What follows belongs to an exercise in optimizing a design on an open flow for small area, a short achievable clock period and few clock cycles per item; a production flow would make more cautious choices.
The RTL was checked by simulation tests, not by an equivalence proof against the original design.

**design.v**
```verilog
package bti_pkg;
	localparam int TABLE_DEPTH = 64;
	localparam int IDX_W       = $clog2(TABLE_DEPTH);
	localparam int DATA_W      = 32;
	localparam int ENTRY_IDX_W = 6;
	localparam int ENTRIES_W   = 7;
	localparam int CFG_IDX_W   = 1;
	localparam int CFG_DATA_W  = 7;
	localparam int SRT_NSTEPS  = 17;
	localparam int SRT_STEPS   = 2;
	localparam int SRT_STAGES  = (SRT_NSTEPS + SRT_STEPS - 1) / SRT_STEPS;
	localparam int REM_W       = DATA_W + 3;
	localparam int QB_W        = 2 * SRT_NSTEPS;
	localparam logic [CFG_IDX_W-1:0] CFG_INTERP_MODE    = CFG_IDX_W'(0);
	localparam logic [CFG_IDX_W-1:0] CFG_ENTRIES_IN_USE = CFG_IDX_W'(1);
	localparam logic FUNC_LOAD   = 1'b0;
	localparam logic FUNC_LOOKUP = 1'b1;
	localparam logic MODE_STAIR  = 1'b0;
	localparam logic MODE_LINEAR = 1'b1;
endpackage
import bti_pkg::*;
module bti_table_ram (
	input  logic                               clk,
	input  logic                               we,
	input  logic [IDX_W-1:0]                   waddr,
	input  logic [DATA_W-1:0]                  wx,
	input  logic [DATA_W-1:0]                  wy,
	output logic [TABLE_DEPTH-1:0][DATA_W-1:0] x_all,
	output logic [TABLE_DEPTH-1:0][DATA_W-1:0] y_all
);
	always_ff @(posedge clk) begin
		for (int i = 0; i < TABLE_DEPTH; i++) begin
			if (we && (waddr == IDX_W'(i))) begin
				x_all[i] <= wx;
				y_all[i] <= wy;
			end
		end
	end
endmodule
import bti_pkg::*;
module bti_mul_div (
	input  logic              clk,
	input  logic [DATA_W-1:0] num,
	input  logic [DATA_W-1:0] mag,
	input  logic [DATA_W-1:0] den,
	input  logic [DATA_W-1:0] ysel,
	input  logic              neg,
	input  logic              interp,
	output logic [DATA_W-1:0] res
);
	localparam int PAY_W = DATA_W + 2;
	localparam int EST_W = 7;
	function automatic logic [3:0] sel_digit(input logic [EST_W-1:0] est, input logic [2:0] dh);
		logic signed [EST_W-1:0] e, t2, t1, t0, tm1;
		e = est;
		unique case (dh)
			3'd0: begin t2 = 7'sd12; t1 = 7'sd4; t0 = -7'sd5; tm1 = -7'sd13; end
			3'd1: begin t2 = 7'sd14; t1 = 7'sd4; t0 = -7'sd5; tm1 = -7'sd15; end
			3'd2: begin t2 = 7'sd15; t1 = 7'sd5; t0 = -7'sd6; tm1 = -7'sd16; end
			3'd3: begin t2 = 7'sd17; t1 = 7'sd5; t0 = -7'sd6; tm1 = -7'sd18; end
			3'd4: begin t2 = 7'sd18; t1 = 7'sd6; t0 = -7'sd7; tm1 = -7'sd19; end
			3'd5: begin t2 = 7'sd20; t1 = 7'sd6; t0 = -7'sd7; tm1 = -7'sd21; end
			3'd6: begin t2 = 7'sd21; t1 = 7'sd7; t0 = -7'sd8; tm1 = -7'sd22; end
			default: begin t2 = 7'sd23; t1 = 7'sd7; t0 = -7'sd8; tm1 = -7'sd24; end
		endcase
		sel_digit[3] = e >= t2;
		sel_digit[2] = (e >= t1) && !(e >= t2);
		sel_digit[1] = !(e >= t0) && (e >= tm1);
		sel_digit[0] = !(e >= tm1);
	endfunction
	function automatic logic [EST_W-1:0] add_est(input logic [EST_W-1:0] a, input logic [EST_W-1:0] b);
		logic [EST_W-1:0] g, p, gg, pp, g_n, p_n;
		g = a & b;
		p = a ^ b;
		gg = g;
		pp = p;
		for (int w = 1; w < EST_W; w = w * 2) begin
			g_n = gg;
			p_n = pp;
			for (int i = w; i < EST_W; i++) begin
				g_n[i] = gg[i] | (pp[i] & gg[i-w]);
				p_n[i] = pp[i] & pp[i-w];
			end
			gg = g_n;
			pp = p_n;
		end
		add_est = p ^ {gg[EST_W-2:0], 1'b0};
	endfunction
	logic [3:0][39:0]  pp_q;
	logic [DATA_W-1:0] den1_q;
	logic [PAY_W-1:0]  pay1_q;
	always_ff @(posedge clk) begin
		for (int k = 0; k < 4; k++) begin
			pp_q[k] <= 40'(num) * 40'(mag[8*k +: 8]);
		end
		den1_q <= den;
		pay1_q <= {interp, neg, ysel};
	end
	logic [63:0]       prod_q;
	logic [DATA_W-1:0] den2_q;
	logic [PAY_W-1:0]  pay2_q;
	always_ff @(posedge clk) begin
		prod_q <= 64'(pp_q[0]) + {16'd0, pp_q[1], 8'd0} + {8'd0, pp_q[2], 16'd0} +
			{pp_q[3], 24'd0};
		den2_q <= den1_q;
		pay2_q <= pay1_q;
	end
	logic [SRT_STAGES-1:0][REM_W-1:0]  s_q, c_q;
	logic [SRT_STAGES-1:0][QB_W-1:0]   pq_q, nq_q;
	logic [SRT_STAGES-1:0][DATA_W-1:0] den_q;
	logic [SRT_STAGES-1:0][PAY_W-1:0]  pay_q;
	for (genvar g = 0; g < SRT_STAGES; g++) begin : g_div
		localparam int NSTEP = (SRT_NSTEPS - g * SRT_STEPS < SRT_STEPS) ?
			SRT_NSTEPS - g * SRT_STEPS : SRT_STEPS;
		logic [REM_W-1:0]  s_in, c_in, s_c, c_c, s2, c2, addend, maj, d1, d2;
		logic [QB_W-1:0]   pq_in, nq_in, pq_c, nq_c;
		logic [DATA_W-1:0] den_in;
		logic [PAY_W-1:0]  pay_in;
		logic [EST_W-1:0]  est;
		logic [3:0]        dig;
		if (g == 0) begin : g_first
			assign s_in   = {{(REM_W - 30){1'b0}}, prod_q[63:34]};
			assign c_in   = '0;
			assign pq_in  = prod_q[33:0];
			assign nq_in  = '0;
			assign den_in = den2_q;
			assign pay_in = pay2_q;
		end else begin : g_next
			assign s_in   = s_q[g-1];
			assign c_in   = c_q[g-1];
			assign pq_in  = pq_q[g-1];
			assign nq_in  = nq_q[g-1];
			assign den_in = den_q[g-1];
			assign pay_in = pay_q[g-1];
		end
		assign d1 = {{(REM_W - DATA_W){1'b0}}, den_in};
		assign d2 = {{(REM_W - DATA_W - 1){1'b0}}, den_in, 1'b0};
		always_comb begin
			s_c  = s_in;
			c_c  = c_in;
			pq_c = pq_in;
			nq_c = nq_in;
			for (int k = 0; k < NSTEP; k++) begin
				s2  = {s_c[REM_W-3:0], pq_c[QB_W-1:QB_W-2]};
				c2  = {c_c[REM_W-3:0], 2'b00};
				est = add_est(s2[REM_W-1:REM_W-EST_W], c2[REM_W-1:REM_W-EST_W]);
				dig = sel_digit(est, den_in[DATA_W-2:DATA_W-4]);
				addend = dig[3] ? ~d2 : dig[2] ? ~d1 : dig[1] ? d1 : dig[0] ? d2 : '0;
				s_c  = s2 ^ c2 ^ addend;
				maj  = (s2 & c2) | (s2 & addend) | (c2 & addend);
				c_c  = {maj[REM_W-2:0], dig[3] || dig[2]};
				pq_c = {pq_c[QB_W-3:0], dig[3], dig[2]};
				nq_c = {nq_c[QB_W-3:0], dig[0], dig[1]};
			end
		end
		always_ff @(posedge clk) begin
			s_q[g]   <= s_c;
			c_q[g]   <= c_c;
			pq_q[g]  <= pq_c;
			nq_q[g]  <= nq_c;
			den_q[g] <= den_in;
			pay_q[g] <= pay_in;
		end
	end
	logic [REM_W-1:0]  rem;
	logic              rneg, f_int, f_neg;
	logic [DATA_W-1:0] f_y, op_b, op_c, cs_s, cs_c, cs_m, sum0, sum1;
	logic              cin;
	always_comb begin
		rem   = s_q[SRT_STAGES-1] + c_q[SRT_STAGES-1];
		rneg  = rem[REM_W-1];
		f_int = pay_q[SRT_STAGES-1][DATA_W+1];
		f_neg = pay_q[SRT_STAGES-1][DATA_W];
		f_y   = pay_q[SRT_STAGES-1][DATA_W-1:0];
		op_b  = !f_int ? '0 : f_neg ? ~pq_q[SRT_STAGES-1][DATA_W-1:0] : pq_q[SRT_STAGES-1][DATA_W-1:0];
		op_c  = !f_int ? '0 : f_neg ? nq_q[SRT_STAGES-1][DATA_W-1:0] : ~nq_q[SRT_STAGES-1][DATA_W-1:0];
		cs_s  = f_y ^ op_b ^ op_c;
		cs_m  = (f_y & op_b) | (f_y & op_c) | (op_b & op_c);
		cs_c  = {cs_m[DATA_W-2:0], f_int && f_neg};
		cin   = f_int && (f_neg ? rneg : !rneg);
		sum0  = cs_s + cs_c;
		sum1  = cs_s + cs_c + DATA_W'(1);
		res   = cin ? sum1 : sum0;
	end
endmodule
import bti_pkg::*;
module breakpoint_table_interpolator_unit (
	input  logic                   clk,
	input  logic                   arst_n,
	input  logic                   item_valid,
	output logic                   item_ready,
	input  logic                   item_func,
	input  logic [ENTRY_IDX_W-1:0] item_entry_index,
	input  logic [DATA_W-1:0]      item_x_value,
	input  logic [DATA_W-1:0]      item_y_value,
	output logic                   result_valid,
	input  logic                   result_ready,
	output logic [DATA_W-1:0]      result_y_result,
	input  logic                   cfg_we,
	input  logic [CFG_IDX_W-1:0]   cfg_index,
	input  logic [CFG_DATA_W-1:0]  cfg_wdata
);
	localparam int MD_LAT = 2 + SRT_STAGES;
	localparam int FIFO_D = MD_LAT + 6;
	localparam int FPTR_W = $clog2(FIFO_D);
	localparam int CNT_W  = $clog2(FIFO_D + 1);
	logic                 mode_q;
	logic [ENTRIES_W-1:0] entries_q;
	logic [IDX_W-1:0]     last_idx;
	logic                 item_acc, acc_lookup, res_pop;
	logic [TABLE_DEPTH-1:0][DATA_W-1:0] x_all, y_all;
	assign item_acc   = item_valid && item_ready;
	assign acc_lookup = item_acc && (item_func == FUNC_LOOKUP);
	always_ff @(posedge clk or negedge arst_n) begin
		if (!arst_n) begin
			mode_q    <= MODE_LINEAR;
			entries_q <= ENTRIES_W'(1);
		end else if (cfg_we) begin
			unique case (cfg_index)
				CFG_INTERP_MODE:    mode_q    <= cfg_wdata[0];
				CFG_ENTRIES_IN_USE: entries_q <= cfg_wdata[ENTRIES_W-1:0];
				default: ;
			endcase
		end
	end
	always_comb begin
		if (entries_q == '0) begin
			last_idx = '0;
		end else if (entries_q > ENTRIES_W'(TABLE_DEPTH)) begin
			last_idx = IDX_W'(TABLE_DEPTH - 1);
		end else begin
			last_idx = IDX_W'(entries_q - ENTRIES_W'(1));
		end
	end
	logic                   w_v_q;
	logic [IDX_W-1:0]       w_idx_q;
	logic [DATA_W-1:0]      w_x_q, w_y_q;
	always_ff @(posedge clk or negedge arst_n) begin
		if (!arst_n) w_v_q <= 1'b0;
		else w_v_q <= item_acc && (item_func == FUNC_LOAD);
	end
	always_ff @(posedge clk) begin
		w_idx_q <= item_entry_index;
		w_x_q   <= item_x_value;
		w_y_q   <= item_y_value;
	end
	bti_table_ram u_table (
		.clk  (clk),
		.we   (w_v_q),
		.waddr(w_idx_q),
		.wx   (w_x_q),
		.wy   (w_y_q),
		.x_all(x_all),
		.y_all(y_all)
	);
	logic              v_q;
	logic [DATA_W-1:0] q_q;
	always_ff @(posedge clk or negedge arst_n) begin
		if (!arst_n) v_q <= 1'b0;
		else v_q <= acc_lookup;
	end
	always_ff @(posedge clk) begin
		q_q <= item_x_value;
	end
	function automatic logic sge(input logic [DATA_W-1:0] a, input logic [DATA_W-1:0] b);
		logic [DATA_W-1:0] g, p, au, bu;
		au = {!a[DATA_W-1], a[DATA_W-2:0]};
		bu = {!b[DATA_W-1], b[DATA_W-2:0]};
		for (int i = 0; i < DATA_W; i++) begin
			g[i] = au[i] & !bu[i];
			p[i] = au[i] | !bu[i];
		end
		for (int w = 1; w < DATA_W; w = w * 2) begin
			for (int i = 0; i < DATA_W; i = i + 2 * w) begin
				g[i] = g[i + w] | (p[i + w] & g[i]);
				p[i] = p[i + w] & p[i];
			end
		end
		sge = g[0] | p[0];
	endfunction
	logic [TABLE_DEPTH-1:0] ge;
	logic                   le0, ge_last, any_hit, case_lo, case_hi;
	logic [TABLE_DEPTH-1:0] last_hot, hit, below, first_hot, end_hot, s_hot;
	always_comb begin
		for (int j = 0; j < TABLE_DEPTH; j++) begin
			ge[j]       = sge(q_q, x_all[j]);
			last_hot[j] = last_idx == IDX_W'(j);
		end
		le0     = sge(x_all[0], q_q);
		ge_last = |(ge & last_hot);
		hit[0]  = 1'b0;
		for (int i = 1; i < TABLE_DEPTH; i++) begin
			hit[i] = ge[i-1] && !ge[i] && (IDX_W'(i) <= last_idx);
		end
		below = hit << 1;
		for (int d = 1; d < TABLE_DEPTH; d = d * 2) begin
			below = below | (below << d);
		end
		first_hot = hit & ~below;
		any_hit   = |hit;
		case_lo = le0 || (last_idx == '0);
		case_hi = !case_lo && (ge_last || !any_hit);
		end_hot    = '0;
		end_hot[1] = 1'b1;
		s_hot = case_lo ? end_hot : case_hi ? last_hot : first_hot;
	end
	logic                   v_s;
	logic [DATA_W-1:0]      q_s;
	logic [TABLE_DEPTH-1:0] s_hot_s;
	logic                   pick_hi_s, interp_s;
	always_ff @(posedge clk or negedge arst_n) begin
		if (!arst_n) v_s <= 1'b0;
		else v_s <= v_q;
	end
	always_ff @(posedge clk) begin
		q_s       <= q_q;
		s_hot_s   <= s_hot;
		pick_hi_s <= case_hi;
		interp_s  <= !case_lo && !case_hi && (mode_q == MODE_LINEAR);
	end
	logic [TABLE_DEPTH/2-1:0] esel, osel;
	logic                     s_odd;
	logic [DATA_W-1:0]        xe, xo, ye, yo, x_lo, x_hi, y_lo, y_hi;
	logic [DATA_W-1:0]        num, den, mag, ysel;
	logic                     neg;
	always_comb begin
		s_odd = 1'b0;
		xe = '0;
		xo = '0;
		ye = '0;
		yo = '0;
		for (int k = 0; k < TABLE_DEPTH / 2; k++) begin
			esel[k] = s_hot_s[2*k] || s_hot_s[2*k+1];
			osel[k] = s_hot_s[2*k+1] || ((2*k+2 < TABLE_DEPTH) ? s_hot_s[(2*k+2) % TABLE_DEPTH] : 1'b0);
			s_odd   = s_odd || s_hot_s[2*k+1];
			xe = xe | ({DATA_W{esel[k]}} & x_all[2*k]);
			ye = ye | ({DATA_W{esel[k]}} & y_all[2*k]);
			xo = xo | ({DATA_W{osel[k]}} & x_all[2*k+1]);
			yo = yo | ({DATA_W{osel[k]}} & y_all[2*k+1]);
		end
		x_lo = s_odd ? xe : xo;
		x_hi = s_odd ? xo : xe;
		y_lo = s_odd ? ye : yo;
		y_hi = s_odd ? yo : ye;
		num  = q_s - x_lo;
		den  = x_hi - x_lo;
		neg  = !sge(y_hi, y_lo);
		mag  = neg ? (y_lo - y_hi) : (y_hi - y_lo);
		ysel = pick_hi_s ? y_hi : y_lo;
	end
	logic              v_r, neg_r, interp_r;
	logic [DATA_W-1:0] num_r, den_r, mag_r, ysel_r;
	always_ff @(posedge clk or negedge arst_n) begin
		if (!arst_n) v_r <= 1'b0;
		else v_r <= v_s;
	end
	always_ff @(posedge clk) begin
		num_r    <= num;
		den_r    <= den;
		mag_r    <= mag;
		neg_r    <= neg;
		ysel_r   <= ysel;
		interp_r <= interp_s;
	end
	logic [DATA_W-1:0] num_sh, den_sh;
	always_comb begin
		num_sh = num_r;
		den_sh = den_r;
		if (den_sh[31:16] == '0) begin
			den_sh = den_sh << 16;
			num_sh = num_sh << 16;
		end
		if (den_sh[31:24] == '0) begin
			den_sh = den_sh << 8;
			num_sh = num_sh << 8;
		end
		if (den_sh[31:28] == '0) begin
			den_sh = den_sh << 4;
			num_sh = num_sh << 4;
		end
		if (den_sh[31:30] == '0) begin
			den_sh = den_sh << 2;
			num_sh = num_sh << 2;
		end
		if (!den_sh[31]) begin
			den_sh = den_sh << 1;
			num_sh = num_sh << 1;
		end
	end
	logic              v_n, neg_n, interp_n;
	logic [DATA_W-1:0] num_n, den_n, mag_n, ysel_n;
	always_ff @(posedge clk or negedge arst_n) begin
		if (!arst_n) v_n <= 1'b0;
		else v_n <= v_r;
	end
	always_ff @(posedge clk) begin
		num_n    <= num_sh;
		den_n    <= den_sh;
		mag_n    <= mag_r;
		neg_n    <= neg_r;
		ysel_n   <= ysel_r;
		interp_n <= interp_r;
	end
	logic [DATA_W-1:0] res;
	logic [MD_LAT-1:0] v_md;
	bti_mul_div u_mul_div (
		.clk   (clk),
		.num   (num_n),
		.mag   (mag_n),
		.den   (den_n),
		.ysel  (ysel_n),
		.neg   (neg_n),
		.interp(interp_n),
		.res   (res)
	);
	always_ff @(posedge clk or negedge arst_n) begin
		if (!arst_n) v_md <= '0;
		else v_md <= {v_md[MD_LAT-2:0], v_n};
	end
	logic [FIFO_D-1:0][DATA_W-1:0] fifo_q;
	logic [FPTR_W-1:0]             wptr_q, rptr_q;
	logic [CNT_W-1:0]              fcnt_q, lcnt_q, lcnt_d;
	logic                          push, rdy_q;
	assign push            = v_md[MD_LAT-1];
	assign res_pop         = result_valid && result_ready;
	assign result_valid    = fcnt_q != '0;
	assign result_y_result = fifo_q[rptr_q];
	assign item_ready      = rdy_q;
	assign lcnt_d          = lcnt_q + CNT_W'(acc_lookup) - CNT_W'(res_pop);
	always_ff @(posedge clk) begin
		for (int i = 0; i < FIFO_D; i++) begin
			if (push && (wptr_q == FPTR_W'(i))) fifo_q[i] <= res;
		end
	end
	always_ff @(posedge clk or negedge arst_n) begin
		if (!arst_n) begin
			wptr_q <= '0;
			rptr_q <= '0;
			fcnt_q <= '0;
			lcnt_q <= '0;
			rdy_q  <= 1'b1;
		end else begin
			if (push) wptr_q <= (wptr_q == FPTR_W'(FIFO_D - 1)) ? '0 : wptr_q + FPTR_W'(1);
			if (res_pop) rptr_q <= (rptr_q == FPTR_W'(FIFO_D - 1)) ? '0 : rptr_q + FPTR_W'(1);
			fcnt_q <= fcnt_q + CNT_W'(push) - CNT_W'(res_pop);
			lcnt_q <= lcnt_d;
			rdy_q  <= lcnt_d < CNT_W'(FIFO_D);
		end
	end
endmodule
```
**run.sh**
```bash
#!/bin/bash
# synth_recipe.tcl (not shown) runs the flow's synth.tcl, then flattens the netlist and writes it again
# the make line also repeats each setting of config.mk as NAME=value (left out here)
make -C /OpenROAD-flow-scripts/flow DESIGN_CONFIG=/design/flow/config.mk WORK_HOME=/design/flow/orfs CLKGATE_MAP_FILE= SYNTH_SCRIPT=/design/flow/synth_recipe.tcl finish
```
**config.mk**
```make
export PLATFORM = sky130hd
export DESIGN_NAME = breakpoint_table_interpolator_unit
export DESIGN_NICKNAME = breakpoint_table_interpolator_unit
export VERILOG_FILES = /design/flow/design.v
export SDC_FILE = /design/flow/constraint.sdc
export NUM_CORES = 4
export LEC_CHECK = 0
export CAP_MARGIN = 20
export CORE_MARGIN = 2
export CORE_UTILIZATION = 25
export PLACE_DENSITY = 0.45
export SLEW_MARGIN = 20
export SYNTH_MEMORY_MAX_BITS = 8192
```
**constraint.sdc**
```tcl
create_clock -name core_clock -period 11.0 [get_ports {clk}]
set_input_delay 2.2000 -clock core_clock [delete_from_list [all_inputs] [get_ports {clk}]]
set_output_delay 2.2000 -clock core_clock [all_outputs]
set_load 0.01 [all_outputs]
```
==> results of run 1 <==
[cells in the final DEF (no fill, tap or decap), types with 263 or more instances in the layout]
cell / instances
nand2b_1: 656
mux2i_1: 265
a22o_1: 476
fa_1: 1283
nand4_1: 275
clkbuf_16: 828
xnor2_1: 402
nand3_1: 520
maj3_1: 263
nand2_1: 1469
ha_1: 928
buf_4: 800
o21ai_0: 804
nor2_1: 1149
edfxtp_1: 4640
and2_1: 503
dfxtp_1: 2323
nor2b_1: 575
a221oi_1: 979
inv_1: 1599
a22oi_1: 1342
a21oi_1: 1717
o22ai_1: 328
[worst max-delay path: stages, from the launching register on]
cell and delay, ns:
dfxtp_1 0.35, or2_4 0.47, buf_4 0.41, a22o_1 0.33
a221oi_1 0.28, nand3_1 0.17, or4_1 0.96, mux2i_1 1.13
inv_1 0.12, ha_1 0.34, or4_1 0.51, nor2_1 0.22
nand3_1 0.10, nor2_1 0.11, a221o_1 0.14, buf_4 0.48
nor2_1 0.14, o41ai_1 0.86, a21oi_1 0.23, o41a_1 0.47
xnor2_1 0.14
[metrics by stage]
step / utilization / std cells / worst slack (ns) / cell area (sq um)
global route: 0.2895 / 46500 / 1.905 / 390800
detailed placement: 0.2690 / 44960 / 2.613 / 363200
global placement: 0.2688 / 44940 / 2.344 / 362900
finish: 0.2896 / 46570 / 2.601 / 391000
floorplan: - / 27850 / 4.022 / 338200
CTS: 0.2893 / 46440 / 2.598 / 390500
[layer usage]
metal | up-vias | GRT usage | routed length, um
met3 | 3277 | 0.04102 | 122400
met5 | - | 0 | 331
met2 | 13290 | 0.3515 | 708300
met1 | 129100 | 0.2754 | 615400
met4 | 48 | 0.1357 | 118500
li1 | 104000 | - | -
[worst max path at each step]
stage	to	start	slack, ns
global placement	u_mul_div.s_q[183]	u_mul_div.den_q[158]	2.34
global route	u_mul_div.s_q[187]	u_mul_div.den_q[158]	1.90
detailed placement	u_mul_div.s_q[191]	u_mul_div.den_q[158]	2.61
finish	mag_r[29]	s_hot_s[52]	2.60
floorplan	u_mul_div.s_q[180]	u_mul_div.s_q[166]	4.02
CTS	u_mul_div.s_q[187]	u_mul_div.den_q[158]	2.60
[area by class of cell]
cell class                      instances  share of cell area
Clock buffer                         1052             0.05722
Tap cell                            18020             0.05766
Multi-Input combinational cell      17260              0.3525
Antenna cell                          118           0.0007552
Sequential cell                      7077              0.4822
Inverter                             1637             0.01578
Clock inverter                        433             0.01269
Timing Repair Buffer                  976             0.02120
[registers in the layout, indices dropped and copies added (netlist names), 64 cells and up]
register          count
fifo_q              544
u_table.x_all      2048
u_mul_div.pp_q      160
u_mul_div.pay_q     306
u_mul_div.s_q       299
u_table.y_all      2048
u_mul_div.prod_q     64
u_mul_div.c_q       299
u_mul_div.pq_q      288
u_mul_div.den_q     256
u_mul_div.nq_q      160
s_hot_s              64
[cells by family after synthesis]
kind of cell | after synthesis | share of synthesized area
DFF | 7077 | 0.5570
adders and majority gates | 2490 | 0.1186
xor gates and xnor gates | 561 | 0.01455
muxes | 452 | 0.01800
other | 1 | 0.00001109
AOI/OAI and AO/OA | 7629 | 0.1593
and+or+nand+nor | 6123 | 0.09225
buffers and inverters | 3513 | 0.04028
==> impl_metrics.env, run 1 <==
export IMPL_status="finished with violations"
export IMPL_violations="slew limit"
export IMPL_die_h_mm=1.167
export IMPL_grt_start_max_net_pins=107
export IMPL_portBuffers=117
export IMPL_syn_cell_area_sq_um=338200
export IMPL_tritoncts="built"
export IMPL_endpoint_kind="register"
export IMPL_drt_wl_total_mm=1565
export IMPL_drc=0
export IMPL_slew_violations=1
export IMPL_avgRoutedWirePerCell_um=33.61
export IMPL_cp_max_fo=43
export IMPL_synthTopCellsByArea="edfxtp_1 (41%), dfxtp_1 (14%), fa_1 (7.6%), ha_1 (3.4%), a22oi_1 (3.0%)"
export IMPL_post_cts_resized=0
export IMPL_rr_endpoint="mag_r[29]"
export IMPL_cts_buffers=810
export IMPL_critPathLaunchType="register"
export IMPL_via_per_inst=5.363
export IMPL_n_fill_cell=137200
export IMPL_rr_worst_depth=20
export IMPL_drt_iter0_drc=32450
export IMPL_setup_violations_final=0
export IMPL_drtAntennaViolNets=0
export IMPL_reg2reg_slack_ns=2.60
export IMPL_holdBufCountCts=0
export IMPL_synthArstFlopShare=0.006359
export IMPL_hp_class="reg2reg"
export IMPL_cp_arrival_ns=9.33
export IMPL_dieArea_sq_um=1362000
export IMPL_min_to="u_mul_div.nq_q[217]"
export IMPL_period_share=0.7635
export IMPL_syn_avg_cell_area_sq_um=12.14
export IMPL_vias=249700
export IMPL_grt_overflow_total=0
export IMPL_syn_inst=27850
export IMPL_synth_most_common_cell="edfxtp_1"
export IMPL_nets=30050
export IMPL_synth_edf_count=4640
export IMPL_grt_util_all_layers=0.2199
export IMPL_antenna_found_initial=131
export IMPL_dieWidth_mm=1.167
export IMPL_num_io_pins=118
export IMPL_synth_cell_type_count=114
export IMPL_fin_skew_ns=0.2147
export IMPL_synthFlopType="edfxtp_1"
export IMPL_tns_ns=0
export IMPL_rows=427
export IMPL_start_util=0.2505
export IMPL_yosysTopAreaCell="edfxtp_1"
export IMPL_ys_ff_latch=7077
export IMPL_grt_pass1_vias=240800
export IMPL_clk_path_buf_depth=5
export IMPL_htreeDepth=6
export IMPL_cts_setup_buffers=0
export IMPL_hold_path_depth=0
export IMPL_synth_top_area_frac=0.4120
export IMPL_dp_hpwl_mm=1101
export IMPL_root_buffer="clkbuf_16"
export IMPL_gp_congestion=1.008
export IMPL_timing_rr_start="s_hot_s[52]"
export IMPL_slew_headroom=-0.01185
export IMPL_core_sq_um=1350000
export IMPL_crit_required_ns=11.93
export IMPL_hold_viol_final=0
export IMPL_grt_first_pass_wirelength_mm=2104
export IMPL_drv_cap=0
export IMPL_clkTransAtPathRegs_ns=0.06
export IMPL_fin_crit_ns=8.399
export IMPL_ys_seq_area_frac=0.5570
export IMPL_clk_latency_ns=1.27
export IMPL_worst_pin_slew_ns=1.518
export IMPL_worstSetupPathType="reg2reg"
export IMPL_holdWs_ns=0.2195
export IMPL_worstHoldStart="u_mul_div.nq_q[179]"
export IMPL_drive_above_1_share=0.09841
export IMPL_layout_area_seq_sq_um=188500
export IMPL_multi_input_area_sq_um=137800
export IMPL_synth_warnings=3
export IMPL_cts_sinks=7077
export IMPL_syn_nets=30140
export IMPL_fmax_mhz=119.1
export IMPL_yosys_top_cells_count="edfxtp_1 (4640), dfxtp_1 (2392), a21oi_1 (1728)"
export IMPL_rsz0062_at_grt="no"
export IMPL_first_pass_iters=7
export IMPL_syn_to_final_growth_pct=15.62
Testbench counts, summed over its fixed seeds: cycles 4,054, lookups 2,304.
==> inputs of run 2 (changes only) <==
--- a/design.v
+++ b/design.v
@@ -9,4 +9,5 @@
 	localparam int SRT_NSTEPS  = 17;
+	localparam int SRT_FIRST   = 1;
 	localparam int SRT_STEPS   = 2;
-	localparam int SRT_STAGES  = (SRT_NSTEPS + SRT_STEPS - 1) / SRT_STEPS;
+	localparam int SRT_STAGES  = 1 + (SRT_NSTEPS - SRT_FIRST) / SRT_STEPS;
 	localparam int REM_W       = DATA_W + 3;
@@ -88,9 +89,17 @@
 	endfunction
-	logic [3:0][39:0]  pp_q;
+	logic [63:0]       ps, pc, ps_q, pc_q;
 	logic [DATA_W-1:0] den1_q;
 	logic [PAY_W-1:0]  pay1_q;
+	logic [63:0]       prod;
+	bti_mul_cs #(
+		.W(DATA_W)
+	) u_mul (
+		.a (num),
+		.b (mag),
+		.ps(ps),
+		.pc(pc)
+	);
 	always_ff @(posedge clk) begin
-		for (int k = 0; k < 4; k++) begin
-			pp_q[k] <= 40'(num) * 40'(mag[8*k +: 8]);
-		end
+		ps_q   <= ps;
+		pc_q   <= pc;
 		den1_q <= den;
@@ -98,11 +107,3 @@
 	end
-	logic [63:0]       prod_q;
-	logic [DATA_W-1:0] den2_q;
-	logic [PAY_W-1:0]  pay2_q;
-	always_ff @(posedge clk) begin
-		prod_q <= 64'(pp_q[0]) + {16'd0, pp_q[1], 8'd0} + {8'd0, pp_q[2], 16'd0} +
-			{pp_q[3], 24'd0};
-		den2_q <= den1_q;
-		pay2_q <= pay1_q;
-	end
+	assign prod = ps_q + pc_q;
 	logic [SRT_STAGES-1:0][REM_W-1:0]  s_q, c_q;
@@ -112,4 +113,3 @@
 	for (genvar g = 0; g < SRT_STAGES; g++) begin : g_div
-		localparam int NSTEP = (SRT_NSTEPS - g * SRT_STEPS < SRT_STEPS) ?
-			SRT_NSTEPS - g * SRT_STEPS : SRT_STEPS;
+		localparam int NSTEP = (g == 0) ? SRT_FIRST : SRT_STEPS;
 		logic [REM_W-1:0]  s_in, c_in, s_c, c_c, s2, c2, addend, maj, d1, d2;
@@ -121,8 +121,8 @@
 		if (g == 0) begin : g_first
-			assign s_in   = {{(REM_W - 30){1'b0}}, prod_q[63:34]};
+			assign s_in   = {{(REM_W - 30){1'b0}}, prod[63:34]};
 			assign c_in   = '0;
-			assign pq_in  = prod_q[33:0];
+			assign pq_in  = prod[33:0];
 			assign nq_in  = '0;
-			assign den_in = den2_q;
-			assign pay_in = pay2_q;
+			assign den_in = den1_q;
+			assign pay_in = pay1_q;
 		end else begin : g_next
@@ -185,2 +185,167 @@
 endmodule
+module bti_mul_cs #(
+	parameter int W = 32
+) (
+	input  logic [W-1:0]   a,
+	input  logic [W-1:0]   b,
+	output logic [2*W-1:0] ps,
+	output logic [2*W-1:0] pc
+);
+	logic [2*W-1:0] r0_0;
+	logic [2*W-1:0] r0_1;
+	logic [2*W-1:0] r0_2;
+	logic [2*W-1:0] r0_3;
+	logic [2*W-1:0] r0_4;
+	logic [2*W-1:0] r0_5;
+	logic [2*W-1:0] r0_6;
+	logic [2*W-1:0] r0_7;
+	logic [2*W-1:0] r0_8;
+	logic [2*W-1:0] r0_9;
+	logic [2*W-1:0] r0_10;
+	logic [2*W-1:0] r0_11;
+	logic [2*W-1:0] r0_12;
+	logic [2*W-1:0] r0_13;
+	logic [2*W-1:0] r0_14;
+	logic [2*W-1:0] r0_15;
+	logic [2*W-1:0] r0_16;
+	logic [2*W-1:0] r0_17;
+	logic [2*W-1:0] r0_18;
+	logic [2*W-1:0] r0_19;
+	logic [2*W-1:0] r0_20;
+	logic [2*W-1:0] r0_21;
+	logic [2*W-1:0] r0_22;
+	logic [2*W-1:0] r0_23;
+	logic [2*W-1:0] r0_24;
+	logic [2*W-1:0] r0_25;
+	logic [2*W-1:0] r0_26;
+	logic [2*W-1:0] r0_27;
+	logic [2*W-1:0] r0_28;
+	logic [2*W-1:0] r0_29;
+	logic [2*W-1:0] r0_30;
+	logic [2*W-1:0] r0_31;
+	logic [2*W-1:0] r1_0, r1_1;
+	logic [2*W-1:0] r1_2, r1_3;
+	logic [2*W-1:0] r1_4, r1_5;
+	logic [2*W-1:0] r1_6, r1_7;
+	logic [2*W-1:0] r1_8, r1_9;
+	logic [2*W-1:0] r1_10, r1_11;
+	logic [2*W-1:0] r1_12, r1_13;
+	logic [2*W-1:0] r1_14, r1_15;
+	logic [2*W-1:0] r1_16, r1_17;
+	logic [2*W-1:0] r1_18, r1_19;
+	logic [2*W-1:0] r2_0, r2_1;
+	logic [2*W-1:0] r2_2, r2_3;
+	logic [2*W-1:0] r2_4, r2_5;
+	logic [2*W-1:0] r2_6, r2_7;
+	logic [2*W-1:0] r2_8, r2_9;
+	logic [2*W-1:0] r2_10, r2_11;
+	logic [2*W-1:0] r2_12, r2_13;
+	logic [2*W-1:0] r3_0, r3_1;
+	logic [2*W-1:0] r3_2, r3_3;
+	logic [2*W-1:0] r3_4, r3_5;
+	logic [2*W-1:0] r3_6, r3_7;
+	logic [2*W-1:0] r3_8, r3_9;
+	logic [2*W-1:0] r4_0, r4_1;
+	logic [2*W-1:0] r4_2, r4_3;
+	logic [2*W-1:0] r4_4, r4_5;
+	logic [2*W-1:0] r5_0, r5_1;
+	logic [2*W-1:0] r5_2, r5_3;
+	logic [2*W-1:0] r6_0, r6_1;
+	logic [2*W-1:0] r7_0, r7_1;
+	logic [2*W-1:0] r8_0, r8_1;
+	assign r0_0 = b[0] ? ((2*W)'(a) << 0) : '0;
+	assign r0_1 = b[1] ? ((2*W)'(a) << 1) : '0;
+	assign r0_2 = b[2] ? ((2*W)'(a) << 2) : '0;
+	assign r0_3 = b[3] ? ((2*W)'(a) << 3) : '0;
+	assign r0_4 = b[4] ? ((2*W)'(a) << 4) : '0;
+	assign r0_5 = b[5] ? ((2*W)'(a) << 5) : '0;
+	assign r0_6 = b[6] ? ((2*W)'(a) << 6) : '0;
+	assign r0_7 = b[7] ? ((2*W)'(a) << 7) : '0;
+	assign r0_8 = b[8] ? ((2*W)'(a) << 8) : '0;
+	assign r0_9 = b[9] ? ((2*W)'(a) << 9) : '0;
+	assign r0_10 = b[10] ? ((2*W)'(a) << 10) : '0;
+	assign r0_11 = b[11] ? ((2*W)'(a) << 11) : '0;
+	assign r0_12 = b[12] ? ((2*W)'(a) << 12) : '0;
+	assign r0_13 = b[13] ? ((2*W)'(a) << 13) : '0;
+	assign r0_14 = b[14] ? ((2*W)'(a) << 14) : '0;
+	assign r0_15 = b[15] ? ((2*W)'(a) << 15) : '0;
+	assign r0_16 = b[16] ? ((2*W)'(a) << 16) : '0;
+	assign r0_17 = b[17] ? ((2*W)'(a) << 17) : '0;
+	assign r0_18 = b[18] ? ((2*W)'(a) << 18) : '0;
+	assign r0_19 = b[19] ? ((2*W)'(a) << 19) : '0;
+	assign r0_20 = b[20] ? ((2*W)'(a) << 20) : '0;
+	assign r0_21 = b[21] ? ((2*W)'(a) << 21) : '0;
+	assign r0_22 = b[22] ? ((2*W)'(a) << 22) : '0;
+	assign r0_23 = b[23] ? ((2*W)'(a) << 23) : '0;
+	assign r0_24 = b[24] ? ((2*W)'(a) << 24) : '0;
+	assign r0_25 = b[25] ? ((2*W)'(a) << 25) : '0;
+	assign r0_26 = b[26] ? ((2*W)'(a) << 26) : '0;
+	assign r0_27 = b[27] ? ((2*W)'(a) << 27) : '0;
+	assign r0_28 = b[28] ? ((2*W)'(a) << 28) : '0;
+	assign r0_29 = b[29] ? ((2*W)'(a) << 29) : '0;
+	assign r0_30 = b[30] ? ((2*W)'(a) << 30) : '0;
+	assign r0_31 = b[31] ? ((2*W)'(a) << 31) : '0;
+	assign r1_0 = r0_0 ^ r0_1 ^ r0_2;
+	assign r1_1 = ((r0_0 & r0_1) | (r0_0 & r0_2) | (r0_1 & r0_2)) << 1;
+	assign r1_2 = r0_3 ^ r0_4 ^ r0_5;
+	assign r1_3 = ((r0_3 & r0_4) | (r0_3 & r0_5) | (r0_4 & r0_5)) << 1;
+	assign r1_4 = r0_6 ^ r0_7 ^ r0_8;
+	assign r1_5 = ((r0_6 & r0_7) | (r0_6 & r0_8) | (r0_7 & r0_8)) << 1;
+	assign r1_6 = r0_9 ^ r0_10 ^ r0_11;
+	assign r1_7 = ((r0_9 & r0_10) | (r0_9 & r0_11) | (r0_10 & r0_11)) << 1;
+	assign r1_8 = r0_12 ^ r0_13 ^ r0_14;
+	assign r1_9 = ((r0_12 & r0_13) | (r0_12 & r0_14) | (r0_13 & r0_14)) << 1;
+	assign r1_10 = r0_15 ^ r0_16 ^ r0_17;
+	assign r1_11 = ((r0_15 & r0_16) | (r0_15 & r0_17) | (r0_16 & r0_17)) << 1;
+	assign r1_12 = r0_18 ^ r0_19 ^ r0_20;
+	assign r1_13 = ((r0_18 & r0_19) | (r0_18 & r0_20) | (r0_19 & r0_20)) << 1;
+	assign r1_14 = r0_21 ^ r0_22 ^ r0_23;
+	assign r1_15 = ((r0_21 & r0_22) | (r0_21 & r0_23) | (r0_22 & r0_23)) << 1;
+	assign r1_16 = r0_24 ^ r0_25 ^ r0_26;
+	assign r1_17 = ((r0_24 & r0_25) | (r0_24 & r0_26) | (r0_25 & r0_26)) << 1;
+	assign r1_18 = r0_27 ^ r0_28 ^ r0_29;
+	assign r1_19 = ((r0_27 & r0_28) | (r0_27 & r0_29) | (r0_28 & r0_29)) << 1;
+	assign r2_0 = r1_0 ^ r1_1 ^ r1_2;
+	assign r2_1 = ((r1_0 & r1_1) | (r1_0 & r1_2) | (r1_1 & r1_2)) << 1;
+	assign r2_2 = r1_3 ^ r1_4 ^ r1_5;
+	assign r2_3 = ((r1_3 & r1_4) | (r1_3 & r1_5) | (r1_4 & r1_5)) << 1;
+	assign r2_4 = r1_6 ^ r1_7 ^ r1_8;
+	assign r2_5 = ((r1_6 & r1_7) | (r1_6 & r1_8) | (r1_7 & r1_8)) << 1;
+	assign r2_6 = r1_9 ^ r1_10 ^ r1_11;
+	assign r2_7 = ((r1_9 & r1_10) | (r1_9 & r1_11) | (r1_10 & r1_11)) << 1;
+	assign r2_8 = r1_12 ^ r1_13 ^ r1_14;
+	assign r2_9 = ((r1_12 & r1_13) | (r1_12 & r1_14) | (r1_13 & r1_14)) << 1;
+	assign r2_10 = r1_15 ^ r1_16 ^ r1_17;
+	assign r2_11 = ((r1_15 & r1_16) | (r1_15 & r1_17) | (r1_16 & r1_17)) << 1;
+	assign r2_12 = r1_18 ^ r1_19 ^ r0_30;
+	assign r2_13 = ((r1_18 & r1_19) | (r1_18 & r0_30) | (r1_19 & r0_30)) << 1;
+	assign r3_0 = r2_0 ^ r2_1 ^ r2_2;
+	assign r3_1 = ((r2_0 & r2_1) | (r2_0 & r2_2) | (r2_1 & r2_2)) << 1;
+	assign r3_2 = r2_3 ^ r2_4 ^ r2_5;
+	assign r3_3 = ((r2_3 & r2_4) | (r2_3 & r2_5) | (r2_4 & r2_5)) << 1;
+	assign r3_4 = r2_6 ^ r2_7 ^ r2_8;
+	assign r3_5 = ((r2_6 & r2_7) | (r2_6 & r2_8) | (r2_7 & r2_8)) << 1;
+	assign r3_6 = r2_9 ^ r2_10 ^ r2_11;
+	assign r3_7 = ((r2_9 & r2_10) | (r2_9 & r2_11) | (r2_10 & r2_11)) << 1;
+	assign r3_8 = r2_12 ^ r2_13 ^ r0_31;
+	assign r3_9 = ((r2_12 & r2_13) | (r2_12 & r0_31) | (r2_13 & r0_31)) << 1;
+	assign r4_0 = r3_0 ^ r3_1 ^ r3_2;
+	assign r4_1 = ((r3_0 & r3_1) | (r3_0 & r3_2) | (r3_1 & r3_2)) << 1;
+	assign r4_2 = r3_3 ^ r3_4 ^ r3_5;
+	assign r4_3 = ((r3_3 & r3_4) | (r3_3 & r3_5) | (r3_4 & r3_5)) << 1;
+	assign r4_4 = r3_6 ^ r3_7 ^ r3_8;
+	assign r4_5 = ((r3_6 & r3_7) | (r3_6 & r3_8) | (r3_7 & r3_8)) << 1;
+	assign r5_0 = r4_0 ^ r4_1 ^ r4_2;
+	assign r5_1 = ((r4_0 & r4_1) | (r4_0 & r4_2) | (r4_1 & r4_2)) << 1;
+	assign r5_2 = r4_3 ^ r4_4 ^ r4_5;
+	assign r5_3 = ((r4_3 & r4_4) | (r4_3 & r4_5) | (r4_4 & r4_5)) << 1;
+	assign r6_0 = r5_0 ^ r5_1 ^ r5_2;
+	assign r6_1 = ((r5_0 & r5_1) | (r5_0 & r5_2) | (r5_1 & r5_2)) << 1;
+	assign r7_0 = r6_0 ^ r6_1 ^ r5_3;
+	assign r7_1 = ((r6_0 & r6_1) | (r6_0 & r5_3) | (r6_1 & r5_3)) << 1;
+	assign r8_0 = r7_0 ^ r7_1 ^ r3_9;
+	assign r8_1 = ((r7_0 & r7_1) | (r7_0 & r3_9) | (r7_1 & r3_9)) << 1;
+	assign ps = r8_0;
+	assign pc = r8_1;
+endmodule
 import bti_pkg::*;
@@ -202,3 +367,3 @@
 );
-	localparam int MD_LAT = 2 + SRT_STAGES;
+	localparam int MD_LAT = 1 + SRT_STAGES;
 	localparam int FIFO_D = MD_LAT + 6;
@@ -391,5 +556,8 @@
 	logic [DATA_W-1:0] num_n, den_n, mag_n, ysel_n;
+	logic              bypass;
+	logic [MD_LAT-1:0] v_md;
+	assign bypass = v_r && !interp_r && !v_n && (v_md == '0);
 	always_ff @(posedge clk or negedge arst_n) begin
 		if (!arst_n) v_n <= 1'b0;
-		else v_n <= v_r;
+		else v_n <= v_r && !bypass;
 	end
@@ -404,3 +572,2 @@
 	logic [DATA_W-1:0] res;
-	logic [MD_LAT-1:0] v_md;
 	bti_mul_div u_mul_div (
@@ -423,3 +590,5 @@
 	logic                          push, rdy_q;
-	assign push            = v_md[MD_LAT-1];
+	logic [DATA_W-1:0]             push_data;
+	assign push            = v_md[MD_LAT-1] || bypass;
+	assign push_data       = v_md[MD_LAT-1] ? res : ysel_r;
 	assign res_pop         = result_valid && result_ready;
@@ -431,3 +600,3 @@
 		for (int i = 0; i < FIFO_D; i++) begin
-			if (push && (wptr_q == FPTR_W'(i))) fifo_q[i] <= res;
+			if (push && (wptr_q == FPTR_W'(i))) fifo_q[i] <= push_data;
 		end
--- a/config.mk
+++ b/config.mk
@@ -7,3 +7,3 @@
 export LEC_CHECK = 0
-export CAP_MARGIN = 20
+export CAP_MARGIN = 30
 export CORE_MARGIN = 2
@@ -11,3 +11,4 @@
 export PLACE_DENSITY = 0.45
-export SLEW_MARGIN = 20
+export SETUP_SLACK_MARGIN = 4
+export SLEW_MARGIN = 40
 export SYNTH_MEMORY_MAX_BITS = 8192
==> run 2 against run 1 <==
Effect of this change: now clean on timing, DRC and antenna; global-route usage down 0.63 points; via count down 2.2%; utilization up 0.71 points; clock skew down 0.027 ns; cell count down 2.7%; clock-buffer cell count down 14; design area up 0.12%; fmax up 17%; critical endpoint is now s_hot_s[32]; highest routed layer unchanged.
==> impl_metrics.env, run 2 <==
export IMPL_syn_cell_area_sq_um=330800
export IMPL_rr_worst_depth=18
export IMPL_worstHoldStart="u_mul_div.pay_q[0]"
export IMPL_slew_headroom=0.2832
export IMPL_drv_cap=0
export IMPL_syn_inst=26690
export IMPL_die_h_mm=1.154
export IMPL_fin_skew_ns=0.1878
export IMPL_via_per_inst=5.390
export IMPL_fmax_mhz=139.6
export IMPL_dp_hpwl_mm=1013
export IMPL_path_delay_family="simple AND/OR/NAND/NOR gates"
export IMPL_timing_rr_start="w_x_q[14]"
export IMPL_synthMuxAreaShare=0.02001
export IMPL_nets=29210
export IMPL_crit_chain="inv_2, buf_4, buf_4, a222oi_1, o21ai_0, nand3_1, a31oi_1, nor3_1, or3_1, o211ai_1, nor4_1, and3_1, nand3_1, nor3_2, a21oi_4, buf_12, or3_1, a21oi_4"
export IMPL_hold_viol_final=0
export IMPL_hp_class="reg2reg"
export IMPL_dp_worst_setup_slack_ns=2.200
export IMPL_final_cell_mix="edfxtp_1 (4608), dfxtp_1 (2074), inv_1 (1651), a21oi_1 (1420), fa_1 (1368)"
export IMPL_rows=422
export IMPL_drc=0
export IMPL_n_fill_cell=133300
export IMPL_tritoncts="built"
export IMPL_yosysTopAreaCell="edfxtp_1"
export IMPL_synth_fa_ha_area_frac=0.1329
export IMPL_grt_first_pass_wirelength_mm=2009
export IMPL_endpoint_kind="register"
export IMPL_slowest_stage="a222oi_1"
export IMPL_drt_wl_total_mm=1500
export IMPL_worst_pin_slew_ns=1.075
export IMPL_crit_buf_inv=4
export IMPL_critPathLaunchType="register"
export IMPL_status="no timing/DRC/antenna violations"
export IMPL_core_sq_um=1319000
export IMPL_portBuffers=117
export IMPL_drt_iter0_drc=33070
export IMPL_gp_congestion=0.9791
export IMPL_setup_violations_final=0
export IMPL_grt_util_all_layers=0.2136
export IMPL_worstSetupPathType="reg2reg"
export IMPL_drive_above_1_share=0.1421
export IMPL_cp_max_fo=57
export IMPL_reg_largest_list="u_table.x_all: 2048 flops, u_table.y_all: 2048 flops, fifo_q: 512 flops"
export IMPL_tns_ns=0
export IMPL_num_io_pins=118
export IMPL_clk_path_buf_depth=5
export IMPL_antenna_found_initial=155
export IMPL_crit_required_ns=12.05
export IMPL_ys_ff_latch=6854
export IMPL_yosys_top_cells_count="edfxtp_1 (4608), dfxtp_1 (2204), inv_1 (1681)"
export IMPL_synth_top_family_by_area="compound AO/OA/AOI/OAI gates"
export IMPL_root_buffer="clkbuf_16"
export IMPL_synthFlopType="edfxtp_1"
export IMPL_rr_endpoint="s_hot_s[32]"
export IMPL_synthTopCellsByArea="edfxtp_1 (42%), dfxtp_1 (13%), fa_1 (8.7%), a22oi_1 (3.1%), ha_1 (3.1%)"
export IMPL_fin_ws_ns=3.835
export IMPL_grt_start_max_net_pins=86
export IMPL_synth_warnings=3
export IMPL_slew_violations=0
export IMPL_synth_xor_area_share=0.01083
export IMPL_fin_crit_ns=7.165
export IMPL_grt_pass1_vias=236700
export IMPL_grt_overflow_total=0
export IMPL_syn_avg_cell_area_sq_um=12.39
export IMPL_synth_most_common_cell="edfxtp_1"
export IMPL_synth_compound_area_frac=0.1503
export IMPL_hold_path_depth=0
export IMPL_ys_seq_area_frac=0.5549
export IMPL_first_pass_iters=10
export IMPL_synth_cell_type_count=117
export IMPL_cp_arrival_ns=8.22
export IMPL_clk_latency_ns=1.26
export IMPL_dieArea_sq_um=1332000
export IMPL_drtAntennaViolNets=0
export IMPL_cts_sinks=6854
export IMPL_htreeDepth=6
export IMPL_synth_top_area_frac=0.4183
export IMPL_start_util=0.2507
export IMPL_rsz0062_at_grt="yes"
export IMPL_synthArstFlopShare=0.006128
export IMPL_avgRoutedWirePerCell_um=33.12
export IMPL_layout_commonest_cell="edfxtp_1"
export IMPL_reg2reg_slack_ns=3.83
export IMPL_syn_nets=29030
export IMPL_synth_edf_count=4608
export IMPL_slowest_delay_ns=0.91
export IMPL_syn_to_final_growth_pct=18.34
export IMPL_dieWidth_mm=1.154
export IMPL_cts_buffers=771
export IMPL_vias=244100
export IMPL_min_to="u_mul_div.pay_q[34]"
export IMPL_yosys_area_share_simple=0.08902
export IMPL_clkTransAtPathRegs_ns=0.06
export IMPL_holdBufCountCts=0
export IMPL_period_share=0.6514
## run 2: cell types whose count changed in the layout (fill, tap and decap cells not counted), sizes merged, moves of 75 or more
cell	previous run	this run
nand2	1475	1104
and2	508	827
buf	858	1080
nor2b	578	464
o21ai	827	638
dfxtp	2392	2204
nor2	1249	1127
fa	1283	1444
maj3	279	486
mux2i	284	209
ha	928	813
xnor2	405	290
## run 2: what timing repair did
item                                    4_1_cts  5_1_grt
gates resized for setup                     506      719
endpoints found under the setup margin      677      618
buffers inserted                             96      158
pin swaps                                   126      415
gates cloned                                 37       57
## run 2: metal layers
| metal | GRT usage | part of all wire | wire, um | up-vias |
|---|---|---|---|---|
| met4 | 0.1033 | 0.057 | 86180 | 70 |
| met2 | 0.3313 | 0.44 | 662000 | 13520 |
| met1 | 0.2834 | 0.41 | 615500 | 127400 |
| met5 | 0 | 0.00031 | 471 | - |
| li1 | - | - | - | 100100 |
| met3 | 0.04553 | 0.091 | 136000 | 2974 |
## run 2: worst max-delay path by stage
stage	start	end	slack [ns]	cells after the start
after floorplan	u_mul_div.den_q[125]	u_mul_div.s_q[145]	4.03	33
after global placement	u_mul_div.den_q[253]	u_mul_div.s_q[296]	1.94	32
after detailed placement	u_mul_div.den_q[253]	u_mul_div.s_q[282]	2.20	32
after CTS	u_mul_div.s_q[271]	u_mul_div.s_q[295]	3.92	35
after global routing	u_mul_div.c_q[27]	u_mul_div.s_q[44]	3.67	35
final	w_x_q[14]	s_hot_s[32]	3.83	18
## run 2: cell type report
class | count | area [sq um] | area share
Antenna cell | 190 | 475.5 | 0.001215
Tap cell | 17600 | 22020 | 0.05624
Multi-Input combinational cell | 16280 | 139900 | 0.3575
Timing Repair Buffer | 1255 | 13050 | 0.03333
Sequential cell | 6854 | 183900 | 0.4698
Timing Repair inverter | 2 | 10.01 | 0.00002557
Clock inverter | 370 | 4239 | 0.01083
Inverter | 1708 | 6506 | 0.01662
Clock buffer | 1038 | 21290 | 0.05440
## run 2: logic make-up after synthesis
| logic type | count (synthesis) |
|---|---|
| fa+ha+maj | 2743 |
| flops | 6854 |
| simple gates | 5639 |
| compound gates | 7016 |
| other cells | 1 |
| buf+inv | 3577 |
| mux | 451 |
| xor+xnor | 409 |
## run 2: stage by stage
step                cells  utilization  cell area, sq um  hold WS [ns]
finish              45290       0.2967            391400        0.2636
global route        45220       0.2965            391300        0.2846
CTS                 44870       0.2915            384600        0.2607
detailed placement  43330       0.2692            355300        0.3121
global placement    43290       0.2684            354100        0.3098
floorplan           26690            -            330800        0.3096
Testbench counts of run 2, summed over its fixed seeds: cycles 3,929, lookups 2,304.
==> inputs of run 3 (changes only) <==
--- a/design.v
+++ b/design.v
@@ -89,2 +89,9 @@
 	endfunction
+	function automatic logic [EST_W-1:0] spec_est(input logic [REM_W-1:0] s2,
+			input logic [REM_W-1:0] c2, input logic [REM_W-1:0] a);
+		logic [REM_W-1:0] x, m;
+		x = s2 ^ c2 ^ a;
+		m = (s2 & c2) | (s2 & a) | (c2 & a);
+		spec_est = add_est(x[REM_W-3:REM_W-2-EST_W], m[REM_W-4:REM_W-3-EST_W]);
+	endfunction
 	logic [63:0]       ps, pc, ps_q, pc_q;
@@ -118,3 +125,3 @@
 		logic [PAY_W-1:0]  pay_in;
-		logic [EST_W-1:0]  est;
+		logic [EST_W-1:0]  est, est_nx, e_p2, e_p1, e_z, e_m1, e_m2;
 		logic [3:0]        dig;
@@ -138,6 +145,7 @@
 		always_comb begin
-			s_c  = s_in;
-			c_c  = c_in;
-			pq_c = pq_in;
-			nq_c = nq_in;
+			s_c    = s_in;
+			c_c    = c_in;
+			pq_c   = pq_in;
+			nq_c   = nq_in;
+			est_nx = '0;
 			for (int k = 0; k < NSTEP; k++) begin
@@ -145,5 +153,17 @@
 				c2  = {c_c[REM_W-3:0], 2'b00};
-				est = add_est(s2[REM_W-1:REM_W-EST_W], c2[REM_W-1:REM_W-EST_W]);
+				if (k == 0) begin
+					est = add_est(s2[REM_W-1:REM_W-EST_W], c2[REM_W-1:REM_W-EST_W]);
+				end else begin
+					est = est_nx;
+				end
 				dig = sel_digit(est, den_in[DATA_W-2:DATA_W-4]);
 				addend = dig[3] ? ~d2 : dig[2] ? ~d1 : dig[1] ? d1 : dig[0] ? d2 : '0;
+				e_p2 = spec_est(s2, c2, ~d2);
+				e_p1 = spec_est(s2, c2, ~d1);
+				e_z  = spec_est(s2, c2, '0);
+				e_m1 = spec_est(s2, c2, d1);
+				e_m2 = spec_est(s2, c2, d2);
+				est_nx = ({EST_W{dig[3]}} & e_p2) | ({EST_W{dig[2]}} & e_p1) |
+					({EST_W{dig[1]}} & e_m1) | ({EST_W{dig[0]}} & e_m2) |
+					({EST_W{dig == 4'd0}} & e_z);
 				s_c  = s2 ^ c2 ^ addend;
@@ -486,6 +506,4 @@
 	logic [TABLE_DEPTH/2-1:0] esel, osel;
-	logic                     s_odd;
-	logic [DATA_W-1:0]        xe, xo, ye, yo, x_lo, x_hi, y_lo, y_hi;
-	logic [DATA_W-1:0]        num, den, mag, ysel;
-	logic                     neg;
+	logic                     s_odd, y_swap;
+	logic [DATA_W-1:0]        xe, xo, ye, yo, x_lo, x_hi, ysel, yoth;
 	always_comb begin
@@ -505,14 +523,10 @@
 		end
+		y_swap = s_odd ^ pick_hi_s;
 		x_lo = s_odd ? xe : xo;
 		x_hi = s_odd ? xo : xe;
-		y_lo = s_odd ? ye : yo;
-		y_hi = s_odd ? yo : ye;
-		num  = q_s - x_lo;
-		den  = x_hi - x_lo;
-		neg  = !sge(y_hi, y_lo);
-		mag  = neg ? (y_lo - y_hi) : (y_hi - y_lo);
-		ysel = pick_hi_s ? y_hi : y_lo;
+		ysel = y_swap ? ye : yo;
+		yoth = y_swap ? yo : ye;
 	end
-	logic              v_r, neg_r, interp_r;
-	logic [DATA_W-1:0] num_r, den_r, mag_r, ysel_r;
+	logic              v_r, interp_r;
+	logic [DATA_W-1:0] q_r, xlo_r, xhi_r, ysel_r, yoth_r;
 	always_ff @(posedge clk or negedge arst_n) begin
@@ -522,13 +536,18 @@
 	always_ff @(posedge clk) begin
-		num_r    <= num;
-		den_r    <= den;
-		mag_r    <= mag;
-		neg_r    <= neg;
+		q_r      <= q_s;
+		xlo_r    <= x_lo;
+		xhi_r    <= x_hi;
 		ysel_r   <= ysel;
+		yoth_r   <= yoth;
 		interp_r <= interp_s;
 	end
-	logic [DATA_W-1:0] num_sh, den_sh;
+	logic [DATA_W-1:0] num, den, mag, num_sh, den_sh;
+	logic              neg;
 	always_comb begin
-		num_sh = num_r;
-		den_sh = den_r;
+		num    = q_r - xlo_r;
+		den    = xhi_r - xlo_r;
+		neg    = !sge(yoth_r, ysel_r);
+		mag    = neg ? (ysel_r - yoth_r) : (yoth_r - ysel_r);
+		num_sh = num;
+		den_sh = den;
 		if (den_sh[31:16] == '0) begin
@@ -566,4 +585,4 @@
 		den_n    <= den_sh;
-		mag_n    <= mag_r;
-		neg_n    <= neg_r;
+		mag_n    <= mag;
+		neg_n    <= neg;
 		ysel_n   <= ysel_r;
--- a/config.mk
+++ b/config.mk
@@ -11,3 +11,3 @@
 export PLACE_DENSITY = 0.45
-export SETUP_SLACK_MARGIN = 4
+export SETUP_SLACK_MARGIN = 5
 export SLEW_MARGIN = 40
==> run 3 against run 2 <==
Effect of this change: still clean on timing, DRC and antenna; critical path depth decreased by 2; flip-flop and latch count increased by 31; fmax increased by 18%; synthesized cell count increased by 8.2%; worst setup slack improved by 1.1 ns; critical path type unchanged; largest cell class unchanged.
==> impl_metrics.env, run 3 <==
export IMPL_status="no timing/DRC/antenna violations"
export IMPL_timing_rr_start="w_x_q[28]"
export IMPL_drt_wl_total_mm=1604
export IMPL_worstSetupPathType="reg2reg"
export IMPL_fmax_mhz=164.1
export IMPL_rsz0062_at_grt="yes"
export IMPL_synth_edf_count=4608
export IMPL_rr_endpoint="s_hot_s[52]"
export IMPL_synth_most_common_cell="edfxtp_1"
export IMPL_critPathLaunchType="register"
export IMPL_endpoint_kind="register"
export IMPL_gp_congestion=0.9572
export IMPL_dieArea_sq_um=1399000
export IMPL_grt_first_pass_wirelength_mm=2146
export IMPL_grt_pass1_vias=249700
export IMPL_worstHoldStart="u_mul_div.pq_q[63]"
export IMPL_grt_util_all_layers=0.2167
export IMPL_holdWs_ns=0.2453
export IMPL_holdBufCountCts=0
export IMPL_nets=31980
export IMPL_ys_seq_area_frac=0.5303
export IMPL_syn_cell_area_sq_um=347300
export IMPL_setup_violations_final=0
export IMPL_drv_cap=0
export IMPL_synth_warnings=3
export IMPL_final_cell_mix="edfxtp_1 (4608), inv_1 (2135), dfxtp_1 (2081), fa_1 (1622), a22oi_1 (1447)"
export IMPL_portBuffers=117
export IMPL_htreeDepth=6
export IMPL_cp_startpoint="w_x_q[28]"
export IMPL_synth_cell_type_count=124
export IMPL_cp_max_fo=34
export IMPL_num_io_pins=118
export IMPL_rows=433
export IMPL_core_sq_um=1387000
export IMPL_drtAntennaViolNets=0
export IMPL_antenna_found_initial=153
export IMPL_clk_path_buf_depth=5
export IMPL_drt_iter0_drc=35860
export IMPL_clkTransAtPathRegs_ns=0.06
export IMPL_tritoncts="built"
export IMPL_yosys_top_cells_count="edfxtp_1 (4608), dfxtp_1 (2235), inv_1 (2187)"
export IMPL_avgRoutedWirePerCell_um=33.09
export IMPL_syn_nets=31640
export IMPL_slew_violations=0
export IMPL_slowest_delay_ns=0.76
export IMPL_reg2reg_slack_ns=4.91
export IMPL_drc=0
export IMPL_ys_ff_latch=6885
export IMPL_hp_class="reg2reg"
export IMPL_syn_inst=28880
export IMPL_yosysTopAreaCell="edfxtp_1"
export IMPL_cp_arrival_ns=7.15
export IMPL_reg_largest_list="u_table.x_all: 2048 flops, u_table.y_all: 2048 flops, fifo_q: 512 flops"
export IMPL_crit_chain="buf_8, inv_4, buf_12, a222oi_1, nand3_2, or3_1, o41ai_2, nor2_2, nand2_1, mux2i_1, or4b_4, and4b_4, buf_4, clkbuf_16, o211ai_1, a21oi_1"
export IMPL_dieWidth_mm=1.183
export IMPL_syn_avg_cell_area_sq_um=12.02
export IMPL_synthArstFlopShare=0.006100
export IMPL_root_buffer="clkbuf_16"
export IMPL_slew_headroom=0.2594
export IMPL_syn_to_final_growth_pct=19.20
export IMPL_fin_skew_ns=0.1415
export IMPL_vias=260800
export IMPL_grt_start_max_net_pins=85
export IMPL_via_per_inst=5.381
export IMPL_synth_top_area_frac=0.3984
export IMPL_synthTopCellsByArea="edfxtp_1 (40%), dfxtp_1 (13%), fa_1 (9.6%), ha_1 (3.6%), a22oi_1 (3.1%)"
export IMPL_fin_crit_ns=6.092
export IMPL_rr_worst_depth=16
export IMPL_hold_viol_final=0
export IMPL_die_h_mm=1.183
export IMPL_tns_ns=0
export IMPL_layout_commonest_cell="edfxtp_1"
export IMPL_cts_buffers=786
export IMPL_n_fill_cell=139900
export IMPL_synthFlopType="edfxtp_1"
export IMPL_drive_above_1_share=0.1432
export IMPL_hold_path_depth=0
export IMPL_grt_overflow_total=0
export IMPL_crit_required_ns=12.06
export IMPL_dp_hpwl_mm=1079
export IMPL_cts_sinks=6885
export IMPL_period_share=0.5538
export IMPL_first_pass_iters=10
export IMPL_min_to="u_mul_div.pq_q[101]"
export IMPL_worst_pin_slew_ns=1.111
export IMPL_start_util=0.2503
export IMPL_slowest_stage="a222oi_1"
export IMPL_clk_latency_ns=1.21
## run 3: repair_timing
action | in CTS | in global routing
gates cloned | 50 | 62
pin swaps | 171 | 538
hold endpoints to repair | 0 | 0
setup endpoints to repair | 1037 | 827
resized for setup | 846 | 822
setup buffers | 247 | 186
## run 3: area by class of cell
cell class                 count  area (sq um)  area share
antenna                      109         272.8   0.0006589
clock buffer                1017         21300     0.05146
clock inverter               420          4952     0.01196
inverter                    2216          8611     0.02080
multi-input combinational  17840        154800      0.3739
sequential                  6885        184500      0.4458
tap                        18490         23130     0.05587
timing repair buffer        1493         16380     0.03956
timing repair inverter         3         23.77  0.00005742
## run 3: worst max-delay path by stage
stage / endpoint / slack, ns
2_1_floorplan: u_mul_div.s_q[284] / 5.00
3_3_place_gp: s_hot_s[15] / 1.61
3_5_place_dp: s_hot_s[30] / 2.27
4_1_cts: result_y_result[13] / 4.92
5_1_grt: u_mul_div.s_q[164] / 4.84
6_report: s_hot_s[52] / 4.91
## run 3: per-layer routing
layer / GRT usage / wire (um) / up-vias
li1: - / - / 107900
met1: 0.2969 / 674800 / 134900
met2: 0.3252 / 687400 / 14700
met3: 0.04472 / 144300 / 3289
met4: 0.1060 / 96790 / 62
met5: 0 / 391 / -
## run 3: stage by stage
| step | setup WS [ns] | utilization | std cells | cell area, sq um |
|---|---|---|---|---|
| 2_1_floorplan | 5.000 | - | 28880 | 347300 |
| 3_3_place_gp | 1.609 | 0.2678 | 46320 | 371500 |
| 3_5_place_dp | 2.269 | 0.2688 | 46360 | 372900 |
| 4_1_cts | 4.920 | 0.2928 | 48100 | 406200 |
| 5_1_grt | 4.843 | 0.2983 | 48440 | 413900 |
| 6_report | 4.908 | 0.2984 | 48470 | 414000 |
## run 3: cells by family after synthesis
group                    synth area share
AO/OA/AOI/OAI                      0.1625
other                          0.00001080
flip-flops                         0.5303
multiplexers                      0.01835
buffers and inverters             0.04670
AND/OR/NAND/NOR                   0.08644
adder cells (fa/ha/maj)            0.1407
XOR/XNOR                          0.01503
## run 3: worst max-delay path, delay by kind of cell (launching register included)
family / cells / cell delay, ns
compound gates: 4 / 1.77
buf+inv: 5 / 1.04
flops: 1 / 0.56
mux: 1 / 0.13
simple gates: 6 / 2.43
Testbench counts of run 3, summed over its fixed seeds: cycles 3,929, lookups 2,304.

==> port drivers added, routing unchanged <==
How much do the figures lean on ideal ports? The routed layouts below were timed once more, with nothing changed but the port constraints. Step 1 (the two cells are an assumption about what drives the block):
set clk [get_ports {clk}]
set_driving_cell -lib_cell sky130_fd_sc_hd__clkbuf_16 $clk
set_driving_cell -lib_cell sky130_fd_sc_hd__buf_2 [delete_from_list [all_inputs] $clk]
Step 2 times the ports against the registers' clock, not the clock port: input delays grow and output delays shrink by t, the midpoint of the rising clock arrivals with the driver on. Three values: ideal, step 1, step 2; two values: the first two.
| run | t, ns | setup WS [ns] | hold slack, ns | worst register clock-pin slew, ns |
|---|---|---|---|---|
| run 1 | 1.304 | 2.601 / 2.601 / 2.601 | 0.219 / 0.219 / 0.219 | 0.07 / 0.07 |
| run 2 | 1.305 | 3.835 / 3.835 / 3.835 | 0.264 / 0.264 / 0.264 | 0.08 / 0.08 |
| run 3 | 1.329 | 4.908 / 4.904 / 4.908 | 0.245 / 0.245 / 0.245 | 0.08 / 0.08 |
